Background: an optimization exercise with open tools, aiming at small area. Do not read the settings as production practice.
Function was checked by simulation only, so behaviour that the tests miss may differ from the original. No driver is modelled on the clock port, so clocking that relies on it looks cheaper here than on a real chip.

Setup of v6:
==> flow/design.v <==
`default_nettype none
module uart_dbg_top (
  input  logic        clk,
  input  logic        rst_n_i,
  input  logic        uart_rx_i,
  output logic        uart_tx_o,
  output logic        exec_valid_o,
  output logic [63:0] exec_entry_o,
  input  logic        eoc_valid_i,
  input  logic [31:0] eoc_code_i,
  output logic        parity_err_o
);
  localparam logic [3:0] ST_IDLE = 4'd0;
  localparam logic [3:0] ST_FRD  = 4'd1;
  localparam logic [3:0] ST_FWR  = 4'd2;
  localparam logic [3:0] ST_FEX  = 4'd3;
  localparam logic [3:0] ST_ACKR = 4'd4;
  localparam logic [3:0] ST_ACKW = 4'd5;
  localparam logic [3:0] ST_ACK  = 4'd6;
  localparam logic [3:0] ST_RD   = 4'd7;
  localparam logic [3:0] ST_WR   = 4'd8;
  localparam logic [3:0] ST_EOT  = 4'd9;
  localparam logic [3:0] ST_EOC  = 4'd10;
  localparam logic [3:0] ST_CODE = 4'd11;
  localparam logic [1:0] K_DATA = 2'd0;
  localparam logic [1:0] K_ACK  = 2'd1;
  localparam logic [1:0] K_EOT  = 2'd2;
  localparam logic [1:0] K_EOC  = 2'd3;
  logic [7:0] ph;
  logic       bnd;
  always_ff @(posedge clk or negedge rst_n_i) begin
    if (!rst_n_i) ph <= '0;
    else          ph <= ph + 1'b1;
  end
  assign bnd = &ph[3:0];
  logic [2047:0] ring;
  logic [7:0]    wbuf;
  logic          we0;
  logic          we1;
  logic [7:0]    head;
  assign head = ring[2047:2040];
  always_ff @(posedge clk) begin
    ring <= {ring[2039:1024], we1 ? wbuf : ring[1023:1016],
             ring[1015:0],    we0 ? wbuf : head};
  end
  logic       rx_s;
  logic [7:0] rc;       
  logic       r_idle;
  logic       r_smp;
  logic       r_last;
  logic       r_shift;
  logic       r_ev;
  logic       good;
  logic       par_q;    
  logic [7:0] sh;       
  always_ff @(posedge clk) rx_s <= uart_rx_i;
  assign r_idle  = (rc == 8'd0);
  assign r_smp   = (rc[3:0] == 4'd8);
  assign r_last  = rc[7] & rc[4];           
  assign r_shift = r_smp & ~r_last;         
  assign r_ev    = r_smp & r_last;
  always_ff @(posedge clk or negedge rst_n_i) begin
    if (!rst_n_i)                         rc <= '0;
    else if ((r_idle & rx_s) | (rc[7] & rc[5])) rc <= '0;
    else                                  rc <= rc + 1'b1;
  end
  assign good         = r_ev & ~(par_q ^ rx_s);
  assign parity_err_o = r_ev &  (par_q ^ rx_s);
  logic [3:0] tb;       
  logic [1:0] tk;
  logic       t_idle;
  logic       t_acc;
  logic [1:0] t_kind;
  logic       t_data;
  logic       t_shift;
  logic       cbit;
  assign t_idle  = (tb == 4'd0);
  assign t_data  = (tb >= 4'd3) && (tb <= 4'd10);
  assign t_shift = bnd & t_data & (tk == K_DATA);
  always_ff @(posedge clk or negedge rst_n_i) begin
    if (!rst_n_i)                tb <= '0;
    else if (t_acc)              tb <= 4'd1;
    else if (bnd && !t_idle)     tb <= (tb == 4'd12) ? 4'd0 : tb + 1'b1;
  end
  always_ff @(posedge clk) begin
    if (t_acc) tk <= t_kind;
  end
  assign cbit = (tb == 4'd5) | ((tk == K_ACK) & (tb == 4'd4)) | ((tk == K_EOC) & (tb == 4'd7));
  always_comb begin
    if (tb == 4'd2)       uart_tx_o = 1'b0;
    else if (t_data)      uart_tx_o = (tk == K_DATA) ? sh[0] : cbit;
    else if (tb == 4'd11) uart_tx_o = (tk == K_DATA) ? par_q : (tk == K_EOT);
    else                  uart_tx_o = 1'b1;
  end
  logic [3:0]  st;
  logic [3:0]  bc;
  logic [55:0] fld;      
  logic        ep;       
  logic        wp;       
  logic        in_fld;
  logic        len_z;
  logic        m_lo;
  logic        m0;
  logic        m1;
  logic        s_head;
  logic        s_code;
  logic        step;
  assign in_fld = (st == ST_FRD) || (st == ST_FWR) || (st == ST_FEX);
  assign len_z  = (fld[55:40] == 16'd0);
  assign m_lo   = (fld[6:0] == ph[6:0]);
  assign m0     = m_lo & (fld[7] == ph[7]);
  assign m1     = m_lo & (fld[7] != ph[7]);
  assign s_head = (st == ST_RD) && !len_z && t_idle && m0;
  assign s_code = (st == ST_CODE) && t_idle;
  assign we0    = (st == ST_WR) && !len_z && wp && m0;
  assign we1    = (st == ST_WR) && !len_z && wp && m1;
  assign step   = s_head | we0 | we1;
  always_comb begin
    t_acc  = 1'b0;
    t_kind = K_DATA;
    case (st)
      ST_ACKR, ST_ACKW, ST_ACK: begin t_acc = t_idle; t_kind = K_ACK; end
      ST_RD:   t_acc = s_head;
      ST_EOT:  begin t_acc = t_idle; t_kind = K_EOT; end
      ST_EOC:  begin t_acc = t_idle; t_kind = K_EOC; end
      ST_CODE: t_acc = s_code;
      default: ;
    endcase
  end
  assign exec_valid_o = (st == ST_FEX) && good && (bc == 4'd7);
  assign exec_entry_o = {sh, fld};
  always_ff @(posedge clk or negedge rst_n_i) begin
    if (!rst_n_i) begin
      st <= ST_IDLE;
      ep <= 1'b0;
      wp <= 1'b0;
    end else begin
      if (eoc_valid_i)                  ep <= 1'b1;
      else if (st == ST_EOC && t_idle)  ep <= 1'b0;
      if (st == ST_WR && good)          wp <= 1'b1;
      else if (we0 | we1)               wp <= 1'b0;
      case (st)
        ST_IDLE: begin
          if (good) begin
            case (sh)
              8'h06: st <= ST_ACK;
              8'h11: st <= ST_FRD;
              8'h12: st <= ST_FWR;
              8'h13: st <= ST_FEX;
              default: ;
            endcase
          end else if (ep) begin
            st <= ST_EOC;
          end
        end
        ST_FRD:  if (good && bc == 4'd15) st <= ST_ACKR;
        ST_FWR:  if (good && bc == 4'd15) st <= ST_ACKW;
        ST_FEX:  if (good && bc == 4'd7)  st <= ST_ACK;
        ST_ACKR: if (t_idle) st <= ST_RD;
        ST_ACKW: if (t_idle) st <= ST_WR;
        ST_ACK:  if (t_idle) st <= ST_IDLE;
        ST_RD, ST_WR: if (len_z) st <= ST_EOT;
        ST_EOT:  if (t_idle) st <= ST_IDLE;
        ST_EOC:  if (t_idle) st <= ST_CODE;
        ST_CODE: if (t_idle && bc == 4'd3) st <= ST_IDLE;
        default: st <= ST_IDLE;
      endcase
    end
  end
  always_ff @(posedge clk) begin
    if (st == ST_IDLE || st == ST_EOC) bc <= '0;
    else if ((in_fld && good) || s_code) bc <= bc + 1'b1;
  end
  always_ff @(posedge clk) begin
    if (eoc_valid_i) begin
      fld[39:8] <= eoc_code_i;
    end else if ((in_fld && good && bc <= 4'd9) || s_code) begin
      fld[39:8] <= fld[47:16];
    end
    if ((in_fld && good && bc <= 4'd9) || s_code) begin
      fld[55:40] <= {sh, fld[55:48]};
    end else if (step) begin
      fld[55:40] <= fld[55:40] - 1'b1;
    end
    if (in_fld && good && bc <= 4'd6) begin
      fld[7:0] <= fld[15:8];
    end else if (step) begin
      fld[7:0] <= fld[7:0] + 1'b1;
    end
  end
  always_ff @(posedge clk) begin
    if (st == ST_WR && good) wbuf <= sh;
  end
  always_ff @(posedge clk) begin
    if (s_head)                sh <= head;
    else if (s_code)           sh <= fld[15:8];
    else if (r_shift | t_shift) sh <= {rx_s, sh[7:1]};
  end
  always_ff @(posedge clk) begin
    if ((r_idle & ~rx_s) | (t_acc & (t_kind == K_DATA))) par_q <= 1'b0;
    else if (r_shift)                                   par_q <= par_q ^ rx_s;
    else if (t_shift)                                   par_q <= par_q ^ sh[0];
  end
endmodule
`default_nettype wire
export LEC_CHECK = 0
export CAP_MARGIN = 20
export CORE_MARGIN = 2
export CORE_UTILIZATION = 70
export PLACE_DENSITY = 0.8
export SLEW_MARGIN = 20
create_clock -name core_clock -period 8.0 [get_ports {clk}]
standard.sh (not shown) runs the stock make flow with config.mk's settings and CLKGATE_MAP_FILE= SYNTH_SCRIPT=/design/flow/synth_recipe.tcl, a recipe that flattens the netlist after the stock synthesis.
==> flow/flow/run.sh <==
#!/bin/bash
cp standard.sh standard_sh_copy.log
cp config.mk config_mk_copy.log
export CTS_ARGS="-sink_clustering_enable -repair_clock_nets -dont_use_dummy_load -buf_list sky130_fd_sc_hd__clkbuf_16 -sink_clustering_size 33 -sink_clustering_max_diameter 60"
export BUFFER_PORTS_ARGS="-buffer_cell sky130_fd_sc_hd__buf_1"
bash standard.sh > standard_flow.log 2>&1
v6 did not stop at any stage, and its layout met the timing, design-rule and antenna checks.
Setup changes, v6 to v7
--- a/flow/design.v
+++ b/flow/design.v
@@ -41,31 +41,28 @@
   assign head = ring[2047:2040];
   always_ff @(posedge clk) begin
     ring <= {ring[2039:1024], we1 ? wbuf : ring[1023:1016],
              ring[1015:0],    we0 ? wbuf : head};
   end
   logic       rx_s;
-  logic [7:0] rc;       
-  logic       r_idle;
-  logic       r_smp;
-  logic       r_last;
+  logic [3:0] rb;       
+  logic       r_start;
   logic       r_shift;
   logic       r_ev;
   logic       good;
   logic       par_q;    
   logic [7:0] sh;       
   always_ff @(posedge clk) rx_s <= uart_rx_i;
-  assign r_idle  = (rc == 8'd0);
-  assign r_smp   = (rc[3:0] == 4'd8);
-  assign r_last  = rc[7] & rc[4];           
-  assign r_shift = r_smp & ~r_last;         
-  assign r_ev    = r_smp & r_last;
-  always_ff @(posedge clk or negedge rst_n_i) begin
-    if (!rst_n_i)                         rc <= '0;
-    else if ((r_idle & rx_s) | (rc[7] & rc[5])) rc <= '0;
-    else                                  rc <= rc + 1'b1;
+  assign r_start = (rb == 4'd0) & ~rx_s;
+  assign r_shift = bnd & (rb >= 4'd2) & (rb <= 4'd9);    
+  assign r_ev    = bnd & (rb == 4'd10);                   
+  always_ff @(posedge clk or negedge rst_n_i) begin
+    if (!rst_n_i)                  rb <= '0;
+    else if (r_start)              rb <= bnd ? 4'd2 : 4'd1;
+    else if (bnd && rb == 4'd11)   rb <= '0;
+    else if (bnd && rb != 4'd0)    rb <= rb + 1'b1;
   end
   assign good         = r_ev & ~(par_q ^ rx_s);
   assign parity_err_o = r_ev &  (par_q ^ rx_s);
   logic [3:0] tb;       
   logic [1:0] tk;
   logic       t_idle;
@@ -194,12 +191,12 @@
   always_ff @(posedge clk) begin
     if (s_head)                sh <= head;
     else if (s_code)           sh <= fld[15:8];
     else if (r_shift | t_shift) sh <= {rx_s, sh[7:1]};
   end
   always_ff @(posedge clk) begin
-    if ((r_idle & ~rx_s) | (t_acc & (t_kind == K_DATA))) par_q <= 1'b0;
+    if (r_start | (t_acc & (t_kind == K_DATA))) par_q <= 1'b0;
     else if (r_shift)                                   par_q <= par_q ^ rx_s;
     else if (t_shift)                                   par_q <= par_q ^ sh[0];
   end
 endmodule
 `default_nettype wire
## What came out
v7 packs its core looser than v6. Sort v7 and v6 by wire length of the first global-routing pass desc -> top: v6. Post-route clock period utilization for v7: 3.7 points up relative to v6. v7 and v6 ended up with nearly the same area growth from synthesis to layout. Of v7 and v6, it is v7 that has the lower total inserted antenna cells. Diff v7..v6 | number of cells after detailed placement | negligible. The standard cells in v7 occupy less silicon area than those in v6 do. v7 vs. v6: height of the chip held steady; count of buffers not belonging to the clock network in the layout grew by 2.9%.

what the ideal ports hide:
No port has a modelled driver above. Below, the same layouts with a new extraction and two added sets of constraints. Step 1: set_driving_cell puts a clkbuf_16 on clk and a buf_2 on each other input, an assumption about the parent block. Step 2 moves the port delays by t, midway between the first and last clock arrival at a register: inputs arrive t later, outputs are due t later. That takes back most of the time a late clock gives input paths. a / b / c = ideal ports / drivers / drivers and shift; a / b = the first two.
run	t (ns)	setup WS [ns]	worst setup path after step 2	worst data-port slew with drivers (ns)
v6	0.675	3.835 / 3.771 / 4.446	register to output	0.05
v7	0.686	3.537 / 3.468 / 4.115	register to register	0.07
After both steps setup and hold are still met in every run listed.
